Background: an optimization exercise with open tools, aiming at small area and a short achievable clock period. Do not read the settings as production practice. At most, simulation tests tie the RTL to the original design; equivalence was not proved. No activity file was given, so power comes from the tool's default toggle rates.

Setup of JK:
==> module depth_gated_color_segmenter, before the edit <==
module depth_gated_color_segmenter (
   input  logic                            clock,
   input  logic                            reset,
   input  logic                            req_valid,
   output logic                            req_stall,
   input  logic [48:0]                     req_payload,
   output logic                            rsp_valid,
   input  logic                            rsp_stall,
   output logic [137:0]                    rsp_payload,
   input  logic                            csr_write,
   input  logic [dgcs_pkg::CSR_IDX_W-1:0]  csr_index,
   input  logic [dgcs_pkg::CSR_DATA_W-1:0] csr_data
);
   localparam int PW = dgcs_pkg::POS_W;
   function automatic logic lt32(logic [31:0] a, logic [31:0] b);
      logic [31:0] l;
      logic [31:0] e;
      l = ~a & b;
      e = ~(a ^ b);
      for (int w = 1; w < 32; w = w * 2) begin
         for (int i = 0; i + w < 32; i = i + 2 * w) begin
            l[i] = l[i + w] || (e[i + w] && l[i]);
            e[i] = e[i + w] && e[i];
         end
      end
      lt32 = l[0];
   endfunction
   logic [15:0] near_limit_ff;
   logic [15:0] stats_limit_ff;
   logic [23:0] box_a_low_ff;
   logic [23:0] box_a_high_ff;
   logic [23:0] box_b_low_ff;
   logic [23:0] box_b_high_ff;
   logic [5:0] csr_we;
   always_comb begin
      for (int i = 0; i < 6; i++) begin
         csr_we[i] = reset || (csr_write && (csr_index == 3'(i)));
      end
   end
   always_ff @(posedge clock) begin
      if (csr_we[0]) near_limit_ff  <= reset ? dgcs_pkg::NEAR_LIMIT_RESET  : csr_data[15:0];
      if (csr_we[1]) stats_limit_ff <= reset ? dgcs_pkg::STATS_LIMIT_RESET : csr_data[15:0];
      if (csr_we[2]) box_a_low_ff   <= reset ? dgcs_pkg::BOX_A_LOW_RESET   : csr_data;
      if (csr_we[3]) box_a_high_ff  <= reset ? dgcs_pkg::BOX_A_HIGH_RESET  : csr_data;
      if (csr_we[4]) box_b_low_ff   <= reset ? dgcs_pkg::BOX_B_LOW_RESET   : csr_data;
      if (csr_we[5]) box_b_high_ff  <= reset ? dgcs_pkg::BOX_B_HIGH_RESET  : csr_data;
   end
   logic        in_valid_ff;
   logic [31:0] in_color_ff;
   logic [15:0] in_depth_ff;
   logic        in_end_ff;
   logic        out_valid_ff;
   logic [1:0]  out_class_ff;
   logic [31:0] out_color_ff;
   logic        out_last_ff;
   logic        advance;
   logic        stall;
   logic        in_valid_in;
   logic        out_valid_in;
   logic        both_valid_ff;
   assign advance = in_valid_ff && (!out_valid_ff || !rsp_stall);
   assign stall   = in_valid_ff && out_valid_ff && rsp_stall;
   assign in_valid_in  = (req_valid && !stall) || (in_valid_ff && !advance);
   assign out_valid_in = advance || (out_valid_ff && rsp_stall);
   always_ff @(posedge clock) begin
      if (reset) begin
         in_valid_ff   <= 1'b0;
         out_valid_ff  <= 1'b0;
         both_valid_ff <= 1'b0;
      end else begin
         in_valid_ff   <= in_valid_in;
         out_valid_ff  <= out_valid_in;
         both_valid_ff <= in_valid_in && out_valid_in;
      end
   end
   assign req_stall = both_valid_ff && rsp_stall;
   always_ff @(posedge clock) begin
      if (!stall) begin
         in_color_ff <= req_payload[48:17];
         in_depth_ff <= req_payload[16:1];
         in_end_ff   <= req_payload[0];
      end
   end
   logic is_near, match_a, match_b;
   logic hit_a, hit_b;
   logic [1:0] cls;
   dgcs_classify u_classify (
      .pixel_rgb  (in_color_ff[23:0]),
      .depth_mm   (in_depth_ff),
      .near_limit (near_limit_ff),
      .box_a_low  (box_a_low_ff),
      .box_a_high (box_a_high_ff),
      .box_b_low  (box_b_low_ff),
      .box_b_high (box_b_high_ff),
      .is_near    (is_near),
      .match_a    (match_a),
      .match_b    (match_b)
   );
   assign hit_a = is_near && match_a;
   assign hit_b = is_near && !match_a && match_b;
   assign cls   = !is_near ? dgcs_pkg::CLASS_FAR :
                  match_a  ? dgcs_pkg::CLASS_BOX_A :
                  match_b  ? dgcs_pkg::CLASS_BOX_B : dgcs_pkg::CLASS_UNMATCH;
   always_ff @(posedge clock) begin
      if (reset) begin
         out_last_ff <= 1'b1;
      end else if (advance) begin
         out_last_ff <= in_end_ff;
      end
   end
   logic [31:0] shown;
   assign shown = !is_near ? dgcs_pkg::FAR_FILL :
                  (match_a || match_b) ? in_color_ff : dgcs_pkg::MARK_FILL;
   always_ff @(posedge clock) begin
      if (advance) begin
         out_class_ff <= cls;
         out_color_ff <= shown;
      end
   end
   logic [PW-1:0] pos_ff;
   logic          pos_wrap;
   localparam logic [PW-1:0] POS_LAST = PW'(dgcs_pkg::LINE_WIDTH_DEFAULT * dgcs_pkg::LINE_COUNT_DEFAULT - 1);
   assign pos_wrap = &(pos_ff | ~POS_LAST);
   function automatic logic [PW-1:0] step(logic [PW-1:0] q, logic inc);
      logic [PW-1:0] ones;
      ones[0] = 1'b1;
      for (int i = 1; i < PW; i++) begin
         ones[i] = ones[i-1] && q[i-1];
      end
      step = q ^ (ones & {PW{inc}});
   endfunction
   always_ff @(posedge clock) begin
      pos_ff <= (advance && (out_last_ff || pos_wrap)) ? '0 : step(pos_ff, advance);
   end
   logic [PW-1:0] slot_a_ff, slot_b_ff;
   logic          none_a_ff, none_b_ff;
   logic          none_a, none_b;
   assign none_a = none_a_ff || out_last_ff;
   assign none_b = none_b_ff || out_last_ff;
   always_ff @(posedge clock) begin
      if (advance) begin
         none_a_ff <= none_a && !hit_a;
         none_b_ff <= none_b && !hit_b;
      end
      slot_a_ff <= (advance && hit_a && none_a) ? '0 :
                   step(slot_a_ff, advance && hit_a && !(&slot_a_ff));
      slot_b_ff <= (advance && hit_b && none_b) ? '0 :
                   step(slot_b_ff, advance && hit_b && !(&slot_b_ff));
   end
   logic [31:0] min_ff, max_ff;
   logic        any_ff;
   logic        any_now;
   logic        qualify;
   logic        lt_min, gt_max;
   assign any_now = any_ff && !out_last_ff;
   assign qualify = lt32(32'(in_depth_ff), 32'(stats_limit_ff)) &&
                    (!is_near || ((match_a || match_b) &&
                                  (in_color_ff != dgcs_pkg::MARK_FILL) && (in_color_ff != 32'd0)));
   assign lt_min  = is_near ? lt32(in_color_ff, min_ff) : lt32(dgcs_pkg::FAR_FILL, min_ff);
   assign gt_max  = is_near ? lt32(max_ff, in_color_ff) : lt32(max_ff, dgcs_pkg::FAR_FILL);
   always_ff @(posedge clock) begin
      if (advance) begin
         any_ff <= any_now || qualify;
         if (qualify && (!any_now || lt_min)) min_ff <= shown;
         if (qualify && (!any_now || gt_max)) max_ff <= shown;
      end
   end
   logic        stats_valid;
   logic [PW-1:0] slot_out;
   assign stats_valid = out_last_ff && any_ff;
   assign slot_out = (out_class_ff == dgcs_pkg::CLASS_BOX_A) ? slot_a_ff :
                     (out_class_ff == dgcs_pkg::CLASS_BOX_B) ? slot_b_ff : '0;
   assign rsp_valid   = out_valid_ff;
   assign rsp_payload = {out_class_ff, out_color_ff, pos_ff, slot_out,
                         stats_valid ? min_ff : 32'd0,
                         stats_valid ? max_ff : 32'd0,
                         stats_valid, out_last_ff};
endmodule
Settings: LEC_CHECK=0, CAP_MARGIN=20, CORE_MARGIN=2, CORE_UTILIZATION=40, PLACE_DENSITY=0.6, SETUP_SLACK_MARGIN=4.0, SLEW_MARGIN=20; clock period 7.0 ns.
standard.sh (not shown) runs the stock make flow with config.mk's settings and CLKGATE_MAP_FILE= SYNTH_SCRIPT=/design/flow/synth_recipe.tcl, a recipe that flattens the netlist after the stock synthesis.
==> flow/flow/run.sh <==
#!/bin/bash
# The standard layout (standard.sh) with three changes, all logged under orfs/logs/ as usual:
#  - synthesis leaves adders and comparators to abc (no ADDER_MAP_FILE half/full-adder cells);
#    registers are untouched, so they match the standard synthesis by name and cell type;
#  - plain sky130_fd_sc_hd__buf_1 cells as the port buffers instead of the delay buffer the
#    flow picks by default;
#  - larger clock-tree sink clusters, clkbuf_8 only, no dummy loads.
set -euo pipefail
bash standard.sh 'ADDER_MAP_FILE=' \
  'BUFFER_PORTS_ARGS=-buffer_cell sky130_fd_sc_hd__buf_1' \
  'CTS_ARGS=-sink_clustering_enable -repair_clock_nets -sink_clustering_size 16 -sink_clustering_max_diameter 60 -buf_list {sky130_fd_sc_hd__clkbuf_8} -dont_use_dummy_load' \
  finish > standard.log 2>&1
Input changes introduced in MS (baseline for comparison: JK):
--- a/flow/design.v
+++ b/flow/design.v
@@ -142,26 +142,17 @@
    logic        out_last_ff;
    logic        advance;
-   logic        stall;
-   logic        in_valid_in;
-   logic        out_valid_in;
-   logic        both_valid_ff;
-   assign advance = in_valid_ff && (!out_valid_ff || !rsp_stall);
-   assign stall   = in_valid_ff && out_valid_ff && rsp_stall;
-   assign in_valid_in  = (req_valid && !stall) || (in_valid_ff && !advance);
-   assign out_valid_in = advance || (out_valid_ff && rsp_stall);
+   assign advance   = in_valid_ff && (!out_valid_ff || !rsp_stall);
+   assign req_stall = in_valid_ff && out_valid_ff && rsp_stall;
    always_ff @(posedge clock) begin
       if (reset) begin
-         in_valid_ff   <= 1'b0;
-         out_valid_ff  <= 1'b0;
-         both_valid_ff <= 1'b0;
+         in_valid_ff  <= 1'b0;
+         out_valid_ff <= 1'b0;
       end else begin
-         in_valid_ff   <= in_valid_in;
-         out_valid_ff  <= out_valid_in;
-         both_valid_ff <= in_valid_in && out_valid_in;
-      end
-   end
-   assign req_stall = both_valid_ff && rsp_stall;
-   always_ff @(posedge clock) begin
-      if (!stall) begin
+         in_valid_ff  <= (req_valid && !req_stall) || (in_valid_ff && !advance);
+         out_valid_ff <= advance || (out_valid_ff && rsp_stall);
+      end
+   end
+   always_ff @(posedge clock) begin
+      if (!req_stall) begin
          in_color_ff <= req_payload[48:17];
          in_depth_ff <= req_payload[16:1];
### Flow results
Diff JK -> MS | area after synthesis | decrease of about 0.9%
Compared with JK, MS shows final area that has gone down by a few percent.
Between JK and MS, the flow reports overall routed net length decreasing by a few percent.
Compared with JK, in MS logic depth of the worst path, buffers included dropped 7; number of buffers added by the clock tree synthesis step now sits higher.
MS finished all stages; the layout is clean.
Higher met3 layer usage reported by global route was reported by MS, not JK.
In terms of proportion of power drawn by flip-flops and latches, JK and MS differ only marginally.
Compared with JK, MS is the more power-hungry design.
Only the layout flow was run in JK; the RTL was not checked for function there.

[separate check: timing with driven ports]
No port has a modelled driver above. Below, the same layouts with a new extraction and two added sets of constraints.
Step 1 assumes that a clkbuf_16 drives the clock port and a buf_2 every other input.
Step 2 times the ports against the registers' clock, not the clock port: input delays grow and output delays shrink by t, the midpoint of the rising clock arrivals with the driver on.
Slacks: no drivers / after step 1 / after step 2; pairs: no drivers / after step 1.
run	t (ns)	setup WS [ns]	latest minus earliest clock arrival (ns)	worst register clock-pin slew, ns
JK	0.665	3.528 / 3.528 / 3.355	0.096 / 0.096	0.11 / 0.11
MS	0.595	3.730 / 3.677 / 3.422	0.047 / 0.047	0.10 / 0.10
After both steps every run listed still meets setup and hold. For MS, which loses most, drivers alone change the setup slack by -0.053 ns; drivers and shift together by -0.308 ns.
